Source: an optimization exercise on an open RTL-to-GDS flow (aim: small area, a short achievable clock period and few clock cycles per item). Production flows keep margins and buffers that such runs may drop.
Only simulation tests tie the RTL to the original design; equivalence was not proved.
Power and IR drop assume default switching activity.

v55:
// sorted_stream_merge_core
module sorted_stream_merge_core (
  input  logic        clk,
  input  logic        rst,
  input  logic        push_valid,
  output logic        push_ready,
  input  logic [33:0] push_data,
  output logic        merge_valid,
  input  logic        merge_ready,
  output logic [34:0] merge_data
);
Size in the first run: about 2500 cells after synthesis, roughly 710 flip-flops, roughly 75 I/O pins.
clock: 8.0 ns
lec_check: 0
cap_margin: 20
core_margin: 2
core_utilization: 40
cts_cluster_diameter: 60
cts_cluster_size: 20
place_density: 0.6
setup_slack_margin: 5.0
slew_margin: 20
run.sh (not shown) runs the stock make flow with config.mk's settings and CLKGATE_MAP_FILE= SYNTH_SCRIPT=/design/flow/synth_recipe.tcl, a recipe that flattens the netlist after the stock synthesis.
Testbench counts of v55, summed over its fixed seeds: cycles 5,128, items 4,231.
Setup changes, v55 to v38
-- flow/config.mk --
<<< v55, line 15
export SLEW_MARGIN = 20
>>> v38, line 15
export SLEW_MARGIN = 20
export TNS_END_PERCENT = 10
v38 | status: complete | timing, DRC, antenna: pass
Summary of v38 over v55: multi-input gate share of the layout cell area saw a decrease, area share of and/or/nand/nor cells after synthesis stayed essentially flat, routed metal-1 wirelength fell by 2500 um.
> inputs changed (v38 -> v13)
-- flow/config.mk --
<<< v38, line 15
export SLEW_MARGIN = 20
export TNS_END_PERCENT = 10
>>> v13, line 15
export SLEW_MARGIN = 20
export TNS_END_PERCENT = 2
Findings:
- Looking at v38 and v13, the sequential share of cell area is a wash.
- Between v38 and v13, the difference in total chip power is negligible.
- Diff v38 -> v13: non-clock buffer count now sits lower, cell area now sits at about the same level.

========
build 37:
sorted_stream_merge_core, a different RTL version from the one above (not shown whole).
Size: roughly 740 flip-flops.
// sorted_stream_merge_core
module sorted_stream_merge_core (
  input  logic        clk,
  input  logic        rst,
  input  logic        push_valid,
  output logic        push_ready,
  input  logic [33:0] push_data,
  output logic        merge_valid,
  input  logic        merge_ready,
  output logic [34:0] merge_data
);
export LEC_CHECK = 0
export CAP_MARGIN = 20
export CORE_MARGIN = 2
export CORE_UTILIZATION = 40
export CTS_BUF_LIST = sky130_fd_sc_hd__clkbuf_8
export CTS_CLUSTER_DIAMETER = 50
export CTS_CLUSTER_SIZE = 12
export PLACE_DENSITY = 0.6
export SETUP_SLACK_MARGIN = 4.85
export SLEW_MARGIN = 20
export TNS_END_PERCENT = 2
create_clock -name core_clock -period 8.0 [get_ports {clk}]
Build 37: PASS, flow complete, no timing, DRC or antenna violations
Testbench counts of build 37, summed over its fixed seeds: cycles 5,128, items 4,231.
Changes in build 68 relative to build 37:
==> flow/config.mk <==
export PLATFORM = sky130hd
export DESIGN_NAME = sorted_stream_merge_core
export DESIGN_NICKNAME = sorted_stream_merge_core
export VERILOG_FILES = /design/flow/design.v
export SDC_FILE = /design/flow/constraint.sdc
export NUM_CORES = 4
export LEC_CHECK = 0
export CAP_MARGIN = 20
export CORE_MARGIN = 2
export CORE_UTILIZATION = 40
export CTS_CLUSTER_DIAMETER = 60
export CTS_CLUSTER_SIZE = 20
export PLACE_DENSITY = 0.6
export SETUP_SLACK_MARGIN = 5.0
export SLEW_MARGIN = 20
export TNS_END_PERCENT = 0
Status: setup violation total in the final timing report parity (build 68, build 37). Re combinational group share of total power: build 68 and build 37 aren't equal, and the lower value belongs to build 68. Compared with build 37, build 68 shows routability congestion estimate from global placement that has gone down by a few percent. The routing usage on met3 of build 68 falls short of that of build 37 by 0.46 points. Of the two values seen for capture point of the worst path, q_val[1][27]$_DFFE_PP_ was produced by build 68 and push_ready by build 37. Changes observed in build 68 relative to build 37: critical path depth saw an increase; clock buffer count saw a decrease; core utilization saw an increase; number of instances resized during post-cts repair saw an increase.
What build 29 does differently from build 68 at the input level:
-- flow/config.mk --
<<< build 68, line 12
export CTS_CLUSTER_SIZE = 20
export PLACE_DENSITY = 0.6
export SETUP_SLACK_MARGIN = 5.0
export SLEW_MARGIN = 20
export TNS_END_PERCENT = 0
>>> build 29, line 12
export CTS_CLUSTER_SIZE = 20
export PLACE_DENSITY = 0.6
export SETUP_SLACK_MARGIN = 4.85
export SLEW_MARGIN = 20
export TNS_END_PERCENT = 2
[summary]
Build 68 → build 29: maximum frequency went down by about 0.4%, final period utilization higher.
Wire: build 29 routes less than build 68
Going from build 68 to build 29, post-layout instance count excluding filler cells has remained practically unchanged; signal arrival time at the worst endpoint held steady; number of non-clock inverters in the layout rose about 1.2%; total chip power level; time the final worst path needs with I/O delays and setup has increased.
In the reports for build 68 and build 29, the larger met3 wirelength from detailed routing belongs to build 29.
Looking at tightest hold margin across both flows, build 29 is the weaker of the two, with build 68 ahead.

## re-timing with driven ports
How much do the figures lean on ideal ports? The routed layouts below were timed once more, with nothing changed but the port constraints. Step 1 assumes that a clkbuf_16 drives the clock port and a buf_2 every other input. Step 2, shift: input delay + t, output delay - t, t = (earliest + latest rising clock arrival at the registers) / 2. This alone moves slack from input paths to output paths. a / b / c = no drivers / after step 1 / after step 2; a / b = the first two.
run	t (ns)	setup WS [ns]	worst slew at a driven data input, ns	cell pins on the clock port's net
v55	0.710	4.559 / 4.575 / 3.882	0.10	1
v38	0.696	4.643 / 4.643 / 4.002	0.12	1
v13	0.692	4.625 / 4.651 / 3.965	0.11	1
build 37	0.760	4.635 / 4.573 / 4.178	0.07	1
build 68	0.704	4.753 / 4.753 / 4.109	0.09	1
build 29	0.700	4.740 / 4.740 / 4.098	0.06	1
After both steps setup and hold are still met in every run listed. For v55, which loses most, drivers alone change the setup slack by +0.016 ns; drivers and shift together by -0.677 ns.
